Context: an optimization exercise on an open-source flow, tuned for small area, a short achievable clock period and few clock cycles per item. The choices shown serve that exercise and are no tape-out recipe. The RTL was checked by simulation tests, not by an equivalence proof against the original design. No activity file was given, so power comes from the tool's default toggle rates.

// pifo_top
module pifo_top (
    input  wire                 i_clk,
    input  wire                 i_arst_n,
    input  wire                 i_push,
    input  wire                 i_pop,
    input  pifo_pkg::rank_t     i_rank,
    input  pifo_pkg::payload_t  i_payload,
    output logic                o_ready,
    output logic                o_full,
    output logic                o_empty,
    output logic                o_pop_valid,
    output pifo_pkg::rank_t     o_pop_rank,
    output pifo_pkg::payload_t  o_pop_payload
);
    logic                 push_acc;
    logic                 pop_acc;
    pifo_pkg::pos_t       count;
    pifo_pkg::rank_t      min_rank;
    pifo_pkg::payload_t   head;
    logic [15:0]          hi_lt;
    logic [15:0]          hi_eq;
    logic [7:0]           lo_le;
    logic [7:0]           lo_eq;
    logic                 s1_pop;
    pifo_pkg::rank_t      s1_pop_rank;    
    pifo_pkg::payload_t   s1_payload;
    pifo_host_port i_host_port (
        .i_clk      (i_clk),
        .i_arst_n   (i_arst_n),
        .i_push     (i_push),
        .i_pop      (i_pop),
        .i_count    (count),
        .o_ready    (o_ready),
        .o_full     (o_full),
        .o_empty    (o_empty),
        .o_push_acc (push_acc),
        .o_pop_acc  (pop_acc)
    );
    pifo_level i_bounds (
        .i_clk      (i_clk),
        .i_arst_n   (i_arst_n),
        .i_push     (push_acc),
        .i_pop      (pop_acc),
        .i_rank     (i_rank),
        .o_count    (count),
        .o_min_rank (min_rank),
        .o_hi_lt    (hi_lt),
        .o_hi_eq    (hi_eq),
        .o_lo_le    (lo_le),
        .o_lo_eq    (lo_eq)
    );
    always_ff @(posedge i_clk or negedge i_arst_n) begin
        if (!i_arst_n)
            s1_pop <= 1'b0;
        else
            s1_pop <= pop_acc;
    end
    always_ff @(posedge i_clk) begin
        s1_pop_rank <= min_rank;
        s1_payload  <= i_payload;
    end
    pifo_level_ram i_array (
  ...
clock: 7.0 ns
lec_check: 0
abc_area: 1
cap_margin: 20
cell_pad_in_sites_detail_placement: 1
core_margin: 2
core_utilization: 40
cts_cluster_diameter: 80
cts_cluster_size: 20
place_density: 0.5
setup_slack_margin: 4.3
slew_margin: 20
run.sh (not shown) runs the stock make flow with config.mk's settings and CLKGATE_MAP_FILE= SYNTH_SCRIPT=/design/flow/synth_recipe.tcl, a recipe that flattens the netlist after the stock synthesis.
The first run passed the timing, DRC and antenna checks.
Testbench counts at the start, summed over its fixed seeds: cycles 48,009, ops 48,000.
Then changed:
Settings changed: CORE_UTILIZATION 40 to 50, PLACE_DENSITY 0.5 to 0.58, SETUP_SLACK_MARGIN 4.3 to 4.5.
Wire length is higher by 1.9%.
Count of clock-buffer cells in the layout came out lower by 2.
Via count goes up by 3.2%.
Design area fell by 0.48%.
Worst setup slack improves by 0.13 ns.
Die area came out lower by 20%.
Worst hold slack got worse by 0.011 ns.
Synthesized cell count does not change.
Critical path depth does not change.
Sequential share of layout area went up by 0.22 points.
Sequential cell count does not change.


Another version of the RTL of pifo_top (not shown whole).
Size in the first run: ~6100 cells after synthesis, ~32 I/O pins, roughly 0.052 mm² of cells after synthesis.
clock: 7.0 ns
lec_check: 0
cap_margin: 20
core_margin: 2
core_utilization: 40
setup_slack_margin: 4.2
slew_margin: 20
Testbench counts at the start, summed over its fixed seeds: cycles 48,009, ops 48,000.
Edit:
- SETUP_SLACK_MARGIN: 4.2 -> 4.6
=> The new run went through all stages and came out clean; area after synthesis does not change; clock power went down by 2.8%; maximum frequency went up by 2.9%.


RTL: one of the versions met above, not the one the previous note started from.
Size in the first run: roughly 1200 flip-flops, roughly 32 I/O pins, roughly 49000 µm² of cells after synthesis.
clock: 7.0 ns
lec_check: 0
abc_area: 1
cap_margin: 20
cell_pad_in_sites_detail_placement: 1
core_margin: 2
core_utilization: 60
cts_cluster_diameter: 80
cts_cluster_size: 20
place_density: 0.68
setup_slack_margin: 4.5
slew_margin: 20
The first run completed with no timing, DRC or antenna violations.
Testbench counts at the start, summed over its fixed seeds: cycles 48,009, ops 48,000.
Then changed:
CORE_UTILIZATION = 40   (was 60)
PLACE_DENSITY = 0.5   (was 0.68)
Effect: The changed run completed with no timing, DRC or antenna violations; synthesized area stays the same; flip-flop and latch count is unchanged; cell count went up by a little under a tenth; wire length is lower by about a fifth; die area increases by well over a third.
Then changed:
SETUP_SLACK_MARGIN = 4.7   (was 4.5)
Outcome: The new run ran to the end with no violations; area after synthesis is unchanged; total power rises slightly; first-iteration DRC count is about the same.

==> re-timing with driven ports <==
No port has a modelled driver above. Below, the same layouts with a new extraction and two added sets of constraints. Step 1, drivers: a clkbuf_16 drives i_clk and a buf_2 each remaining input, both assumed. Step 2 moves the port delays by t, midway between the first and last clock arrival at a register: inputs arrive t later, outputs are due t later. That takes back most of the time a late clock gives input paths. Three values: ideal, step 1, step 2; two values: the first two.
run | shift t [ns] | setup slack, ns | worst setup path at the end | clock arrival spread, ns | worst data-port slew with drivers (ns)
the first run of note 1 | 0.740 | 4.355 / 4.286 / 3.691 | input to register | 0.033 / 0.033 | 0.04
the second run of note 1 | 0.738 | 4.487 / 4.407 / 3.822 | input to register | 0.029 / 0.029 | 0.05
the first run of note 2 | 0.847 | 4.110 / 4.112 / 3.321 | input to register | 0.040 / 0.041 | 0.03
the second run of note 2 | 0.843 | 4.192 / 4.112 / 3.514 | input to register | 0.053 / 0.053 | 0.04
the first run of note 3 | 0.744 | 3.781 / 3.781 / 3.225 | input to register | 0.057 / 0.057 | 0.10
the second run of note 3 | 0.747 | 4.475 / 4.400 / 3.853 | input to register | 0.026 / 0.026 | 0.04
the third run of note 3 | 0.754 | 4.462 / 4.397 / 3.734 | input to register | 0.031 / 0.032 | 0.08
After both steps setup and hold are still met in every run listed. For the first run of note 2, which loses most, drivers alone change the setup slack by +0.002 ns; drivers and shift together by -0.789 ns.
